Context: an optimization exercise on an open-source flow, tuned for small area, a short achievable clock period and few clock cycles per item. The choices shown serve that exercise and are no tape-out recipe.
In this exercise RTL edits were held to simulation tests only and were not proved equivalent to the original.

==> flow/design.v (outline; a module is shown in full before it is edited, if it fits) <==
// module exp_lut_pipe: 3740 lines
// module exp_frame_top: 100 lines
module exp_frame_top
(
    input  logic        clock_i,
    input  logic        reset_n_i,
    input  logic [15:0] sample_i,
    input  logic        sample_valid_i,
    input  logic        frame_done_i,
    input  logic        m_axis_ready_i,
    output logic        m_axis_valid_o,
    output logic        m_axis_last_o,
    output logic [31:0] m_axis_data_o
);
  // ...
==> flow/flow/run.sh <==
#!/bin/bash
# Own layout flow: the standard synthesis, then its combinational logic
# re-mapped by ABC for area (registers untouched), then the standard
# layout steps on that netlist. Each tool's output goes to its own log here.
set -euo pipefail
here=$(pwd)
R=$here/orfs/results/sky130hd/exp_frame_top/base
LIB=$FLOW_HOME/platforms/sky130hd/lib/sky130_fd_sc_hd__tt_025C_1v80.lib
YOSYS=$(command -v yosys || echo /OpenROAD-flow-scripts/tools/install/yosys/bin/yosys)

# 1. standard synthesis
bash standard.sh synth > synth.log 2>&1

# 2. re-map the combinational logic
python3 flow/comb_cells.py "$LIB" > comb_cells.v 2> comb_cells.log
cp "$R/1_2_yosys.v" synth_std.v
sed -e "s#@LIB@#$LIB#g" -e "s#@IN@#synth_std.v#" -e "s#@OUT@#synth_remap.v#" \
    -e "s#@ABC@#$here/flow/remap.abc#" -e "s#@TOP@#$FLOW_TOP#" flow/remap.ys > remap.ys
"$YOSYS" -l remap.log -q remap.ys > /dev/null 2>&1
sleep 1
cp synth_remap.v "$R/1_2_yosys.v"
rm -f "$R/1_synth.odb" "$R/1_synth.sdc"

# 3. standard layout from the re-mapped netlist
bash standard.sh finish > layout.log 2>&1
==> flow/flow/comb_cells.py <==
#!/usr/bin/env python3
"""Write Verilog models of the library's combinational cells (from their
liberty functions), so that Yosys can turn a mapped netlist's gates back into
logic for ABC. Sequential cells are left out: they stay as they are."""
import re, sys

txt = open(sys.argv[1]).read()
cells = [(m.group(1), m.end()) for m in re.finditer(r'\n\s*cell\s*\(\s*"?(\w+)"?\s*\)\s*\{', txt)]
for i, (name, start) in enumerate(cells):
    blk = txt[start:cells[i + 1][1] if i + 1 < len(cells) else len(txt)]
    if re.search(r'\b(ff|latch|statetable)\s*\(', blk) or 'three_state' in blk:
        continue
    ins, outs = [], {}
    for pm in re.finditer(r'\bpin\s*\(\s*"?(\w+)"?\s*\)\s*\{', blk):
        pb = blk[pm.end():pm.end() + 3000]
        pb = pb[:pb.find('pin (') if 'pin (' in pb else len(pb)]
        d = re.search(r'direction\s*:\s*"?(\w+)', pb)
        if not d:
            continue
        if d.group(1) == 'input':
            ins.append(pm.group(1))
        elif d.group(1) == 'output':
            f = re.search(r'\bfunction\s*:\s*"([^"]*)"', pb)
            if f is None:
                outs = None
                break
            outs[pm.group(1)] = f.group(1)
    if not outs:
        continue
    ports = ins + list(outs)
    print(f"module {name} ({', '.join(ports)});")
    for p in ins:
        print(f"  input {p};")
    for p, f in outs.items():
        e = f.replace('!', '~').replace('*', '&').replace('+', '|')
        e = re.sub(r"\b([01])\b", lambda m: "1'b" + m.group(1), e)
        print(f"  output {p};\n  assign {p} = {e};")
    print("endmodule")
==> flow/flow/remap.abc <==
strash
balance; rewrite; refactor; balance; rewrite; rewrite -z; balance; refactor -z; rewrite -z; balance
dch -f
map -a
topo
==> flow/flow/remap.ys <==
# Re-map the combinational logic of the standard synthesis for area.
# Registers (and every other sequential cell) stay as they are.
read_verilog comb_cells.v
read_liberty -lib -ignore_redef @LIB@
read_verilog @IN@
hierarchy -top @TOP@
flatten -noscopeinfo
opt -purge
techmap
opt -fast
abc -liberty @LIB@ -dont_use sky130_fd_sc_hd__lpflow_bleeder_1 -dont_use sky130_fd_sc_hd__lpflow_clkbufkapwr_1 -dont_use sky130_fd_sc_hd__lpflow_clkbufkapwr_16 -dont_use sky130_fd_sc_hd__lpflow_clkbufkapwr_2 -dont_use sky130_fd_sc_hd__lpflow_clkbufkapwr_4 -dont_use sky130_fd_sc_hd__lpflow_clkbufkapwr_8 -dont_use sky130_fd_sc_hd__lpflow_clkinvkapwr_1 -dont_use sky130_fd_sc_hd__lpflow_clkinvkapwr_16 -dont_use sky130_fd_sc_hd__lpflow_clkinvkapwr_2 -dont_use sky130_fd_sc_hd__lpflow_clkinvkapwr_4 -dont_use sky130_fd_sc_hd__lpflow_clkinvkapwr_8 -dont_use sky130_fd_sc_hd__lpflow_decapkapwr_12 -dont_use sky130_fd_sc_hd__lpflow_decapkapwr_3 -dont_use sky130_fd_sc_hd__lpflow_decapkapwr_4 -dont_use sky130_fd_sc_hd__lpflow_decapkapwr_6 -dont_use sky130_fd_sc_hd__lpflow_decapkapwr_8 -dont_use sky130_fd_sc_hd__lpflow_inputiso0n_1 -dont_use sky130_fd_sc_hd__lpflow_inputiso0p_1 -dont_use sky130_fd_sc_hd__lpflow_inputiso1n_1 -dont_use sky130_fd_sc_hd__lpflow_inputiso1p_1 -dont_use sky130_fd_sc_hd__lpflow_inputisolatch_1 -dont_use sky130_fd_sc_hd__lpflow_isobufsrc_1 -dont_use sky130_fd_sc_hd__lpflow_isobufsrc_16 -dont_use sky130_fd_sc_hd__lpflow_isobufsrc_2 -dont_use sky130_fd_sc_hd__lpflow_isobufsrc_4 -dont_use sky130_fd_sc_hd__lpflow_isobufsrc_8 -dont_use sky130_fd_sc_hd__lpflow_isobufsrckapwr_16 -dont_use sky130_fd_sc_hd__lpflow_lsbuf_lh_hl_isowell_tap_1 -dont_use sky130_fd_sc_hd__lpflow_lsbuf_lh_hl_isowell_tap_2 -dont_use sky130_fd_sc_hd__lpflow_lsbuf_lh_hl_isowell_tap_4 -dont_use sky130_fd_sc_hd__lpflow_lsbuf_lh_isowell_4 -dont_use sky130_fd_sc_hd__lpflow_lsbuf_lh_isowell_tap_1 -dont_use sky130_fd_sc_hd__lpflow_lsbuf_lh_isowell_tap_2 -dont_use sky130_fd_sc_hd__lpflow_lsbuf_lh_isowell_tap_4 -dont_use sky130_fd_sc_hd__probe_p_8 -dont_use sky130_fd_sc_hd__probec_p_8  -script @ABC@
opt_clean -purge
hilomap -singleton -hicell sky130_fd_sc_hd__conb_1 HI -locell sky130_fd_sc_hd__conb_1 LO
splitnets
opt_clean -purge
insbuf -buf sky130_fd_sc_hd__buf_4 A X
read_liberty -lib -ignore_redef @LIB@
check -assert -mapped
stat -liberty @LIB@
write_verilog -noattr -noexpr -nohex -nodec @OUT@
==> flow/standard.sh <==
#!/bin/bash
# synth_recipe.tcl (not shown) runs the flow's synth.tcl, then flattens the netlist and writes it again
# the make line also repeats each setting of config.mk as NAME=value (left out here)
make -C /OpenROAD-flow-scripts/flow DESIGN_CONFIG=/design/flow/config.mk WORK_HOME=/design/flow/orfs CLKGATE_MAP_FILE= SYNTH_SCRIPT=/design/flow/synth_recipe.tcl "${@:-finish}"
==> flow/config.mk <==
export PLATFORM = sky130hd
export DESIGN_NAME = exp_frame_top
export DESIGN_NICKNAME = exp_frame_top
export VERILOG_FILES = /design/flow/design.v
export SDC_FILE = /design/flow/constraint.sdc
export NUM_CORES = 4
export LEC_CHECK = 0
export CAP_MARGIN = 20
export CORE_MARGIN = 2
export CORE_UTILIZATION = 30
export PLACE_DENSITY = 0.45
export SETUP_SLACK_MARGIN = 5
export SLEW_MARGIN = 20
==> flow/constraint.sdc <==
create_clock -name core_clock -period 8.0 [get_ports {clock_i}]
set_input_delay 1.6000 -clock core_clock [delete_from_list [all_inputs] [get_ports {clock_i}]]
set_output_delay 1.6000 -clock core_clock [all_outputs]
set_load 0.01 [all_outputs]
==> impl_results.md, run 1 <==
- PortBufs: 43
- Setup WS pre-CTS: 2590 ps
- Status: stopped before the end
- Run Error: [ERROR GRT-0232] Routing congestion too high. Check the congestion heatmap in the GUI.
- Synth Instances: 2,481
- H-tree Lvls: 4
- Root Driver: clkbuf_16
- IO Pins: 55
- Cell Rows: 84
- Setup bufs post-CTS: 186
- Syn avg cell area: 6.41 µm²
- Die width: 234 µm
- Largest net degree at the start of global routing: 51
- Clock buffer depth: 2
- Dpl hpwl: 123,000 µm
- DP Cell Count: 3,372
- Die height: 234 µm
- Hold_buf cts: 0
- Starting density of the core: 30.3%
- Failed at: global routing (5_1_grt)
- PostCTS Resize Cnt: 811
- Placed cell areas: 18,600 µm²
- Routability Congestion: 1.34
- Cts bufs inserted: 17
- Synth warnings: 1
- Mapped Area: 15,900 µm²
Testbench counts, summed over its fixed seeds: cycles 2,349, items 1,709.
==> run 2, diff against run 1 <==
==> flow/flow/remap.abc (replaced) <==
strash
balance; rewrite; refactor; balance; rewrite; rewrite -z; balance; refactor -z; rewrite -z; balance; balance; rewrite; refactor; balance; rewrite; rewrite -z; balance; refactor -z; rewrite -z; balance; &get -n; &deepsyn -T 60; &put; dch -f; map
topo
--- a/flow/config.mk
+++ b/flow/config.mk
@@ -7,7 +7,8 @@
 export LEC_CHECK = 0
 export CAP_MARGIN = 20
 export CORE_MARGIN = 2
-export CORE_UTILIZATION = 30
-export PLACE_DENSITY = 0.45
+export CORE_UTILIZATION = 25
+export PLACE_DENSITY = 0.4
 export SETUP_SLACK_MARGIN = 5
 export SLEW_MARGIN = 20
+export TNS_END_PERCENT = 0
==> run 2 against run 1 <==
Now clean on timing, DRC and antenna. Synthesized cell count decreased by 3.5%. Synthesized area down 2.5%.
==> impl_results.md, run 2 <==
- Status: no timing/DRC/antenna violations (was stopped before the end)
- Synth warnings: 1 (unchanged)
- Fin. Hold Viols: 0
- Fmax: 0.278 GHz
- Routability Congestion: 1.22 (was 1.34)
- Setup TNS: 0 ps
- Worst path depth: 12
- Grt ovf: 0
- Crit path max fanout: 29
- Critical path capture point: data_q[8]
- Delay-heaviest family, CP: simple AND/OR/NAND/NOR gates
- NumNets Final: 2,735
- DP Cell Count: 3,380 (was 3,372)
- Setup WS pre-CTS: 2860 ps (was 2590 ps)
- Fin crit share: 44.9%
- H-tree Lvls: 4 (unchanged)
- Bufs and invs on worst path: 2
- R2R depth: 12
- Iter 0 DRT Violations: 6,120
- Final wirelength: 191,000 µm
- Worst setup path start: head_q[4]
- Mapped Area: 15,500 µm² (was 15,900 µm²)
- IO Pins: 55 (unchanged)
- Number of flip-flops in the largest register: 96
- Initial antenna violation count: 34
- Number of max-cap violations: 0
- Detail Route Antenna Nets: 0
- Die height: 253 µm (was 234 µm)
- Hold Path Class: reg2reg
- CP endpoint kind: flip-flop
- Syn avg cell area: 6.48 µm² (was 6.41 µm²)
- Hold_sp: rd_ptr[2]
- Cts bufs inserted: 17 (unchanged)
- Final setup margin: 4400 ps
- CP arrival: 3800 ps
- Reg2Reg Setup Slack: 4400 ps
- DRC violations left: 0
- Critical path class: reg2reg
- Most frequent cells in the layout: nand2_1 (406), nand3_1 (208), nor2_1 (198), a21oi_1 (192), buf_4 (185)
- Die area: 64,000 µm²
- Pre-antenna DRT Iters: 12
- Setup skew after layout: 31.2 ps
- Hold_buf cts: 0 (unchanged)
- Post-layout min period: 3600 ps
- Hold slack: 449 ps
- Total core area: 61,500 µm²
- Biggest register: buf_q
- Largest net degree at the start of global routing: 58
- WL per Instance: 53.8 µm
- Routed vias: 28,200
- Max-slew violations: 0
- Clk Latency, worst-skew pair: 470 ps
- Die width: 253 µm (was 234 µm)
- Worst Path Required: 8200 ps
- Relative slew slack: 21.6%
- Final cell count without fillers: 3,554
- Slew at the pin with the worst max-slew slack: 1170 ps
- Crit-path cells: buf_8 > buf_16 > nor2_2 > nand2_2 > nand3_1 > nand2_1 > nand2_1 > a31oi_1 > a31oi_1 > o21ai_0 > nand2_1 > nand4_1
- Cell Rows: 91 (was 84)
- RSZ-0062 raised after global routing: yes
- Via density: 7.95
- Reg clk slew, reported paths: 100 ps
- Dpl hpwl: 134,000 µm (was 123,000 µm)
- Total GRT Usage: 58.5%
- Clock Sinks: 146
- Slowest cell on crit path: edfxtp_1
- CP most frequent cell: nand2_1
- Worst setup SP type: flip-flop
- Layout cells sized above 1: 26.6%
- Vias in the first global route: 25,500
- Slowest stage delay, CP: 500 ps
- PortBufs: 43 (unchanged)
- Leading cell type in the layout, fill and taps excluded: nand2_1
- CTS tree: built
- Layout area overhead: 46.5%
- Reg2reg start: head_q[4]
- First-pass GRT wire length: 247,000 µm
- Largest regs: buf_q: 96 flops, data_q: 21 flops, head_q: 12 flops
- Setup violations, final: 0
- Root Driver: clkbuf_16 (unchanged)
- Synth Instances: 2,393 (was 2,481)
- Clock buffer depth: 2 (unchanged)
- Starting density of the core: 25.2% (was 30.3%)
- R2R Path End: data_q[8]
[run 2: per-stage QoR]
| stage | area [µm²] | utilization [%] |
|---|---|---|
| detailed placement | 18200 | 29.6 |
| global placement | 18200 | 29.5 |
| finish | 22700 | 36.9 |
| global route | 22600 | 36.8 |
| CTS | 22000 | 35.8 |
| floorplan | 15500 | - |
[run 2: cell type report]
| cell class | instances | area [µm²] |
|---|---|---|
| Antenna cell | 37 | 92.6 |
| Tap cell | 790 | 988 |
| Inverter | 203 | 977 |
| Timing Repair Buffer | 304 | 3100 |
| Sequential cell | 146 | 4210 |
| Clock inverter | 15 | 176 |
| Clock buffer | 17 | 425 |
| Multi-Input combinational cell | 2042 | 12700 |
| Fill cell | 6603 | 38800 |
[run 2: worst min path at each step]
| stage | end | cells past startpoint |
|---|---|---|
| global route | rd_ptr[2] | 1 |
| global placement | flip-flop | 1 |
| finish | flip-flop | 1 |
| floorplan | flip-flop | 1 |
| CTS | flip-flop | 1 |
| detailed placement | rd_ptr[2] | 1 |
[run 2: per-layer routing]
layer,vias up,global-route usage [%],wire [µm]
li1,9781,-,-
met1,13400,65.1,64500
met2,3746,75.8,68700
met3,1340,39.2,35300
met4,16,47.8,22300
met5,-,3.63,447
[run 2: repair_timing]
item,4_1_cts,5_1_grt
setup endpoints to repair,267,243
pin swaps,58,30
setup buffers,76,20
cloned,8,1
gates resized for setup,656,85

==> afterwards: timing with drivers on the ports <==
The results above use ideal ports. As a check the final layout listed here was re-extracted and re-timed, cells and wires unchanged. Step 1: set_driving_cell puts a clkbuf_16 on clock_i and a buf_2 on each other input, an assumption about the parent block. Step 2, shift: input delay + t, output delay - t, t = (earliest + latest rising clock arrival at the registers) / 2. This alone moves slack from input paths to output paths. a / b / c = ideal ports / drivers / drivers and shift; a / b = the first two.
run: run 2
t (ns): 0.519
setup WS [ns]: 4.405 / 4.405 / 4.230
hold WS [ns]: 0.449 / 0.449 / 0.449
worst setup path at the end: input to register
After both steps setup and hold are still met in run 2. The setup slack of run 2 moves by 0.000 ns with the drivers and by -0.175 ns with both steps.
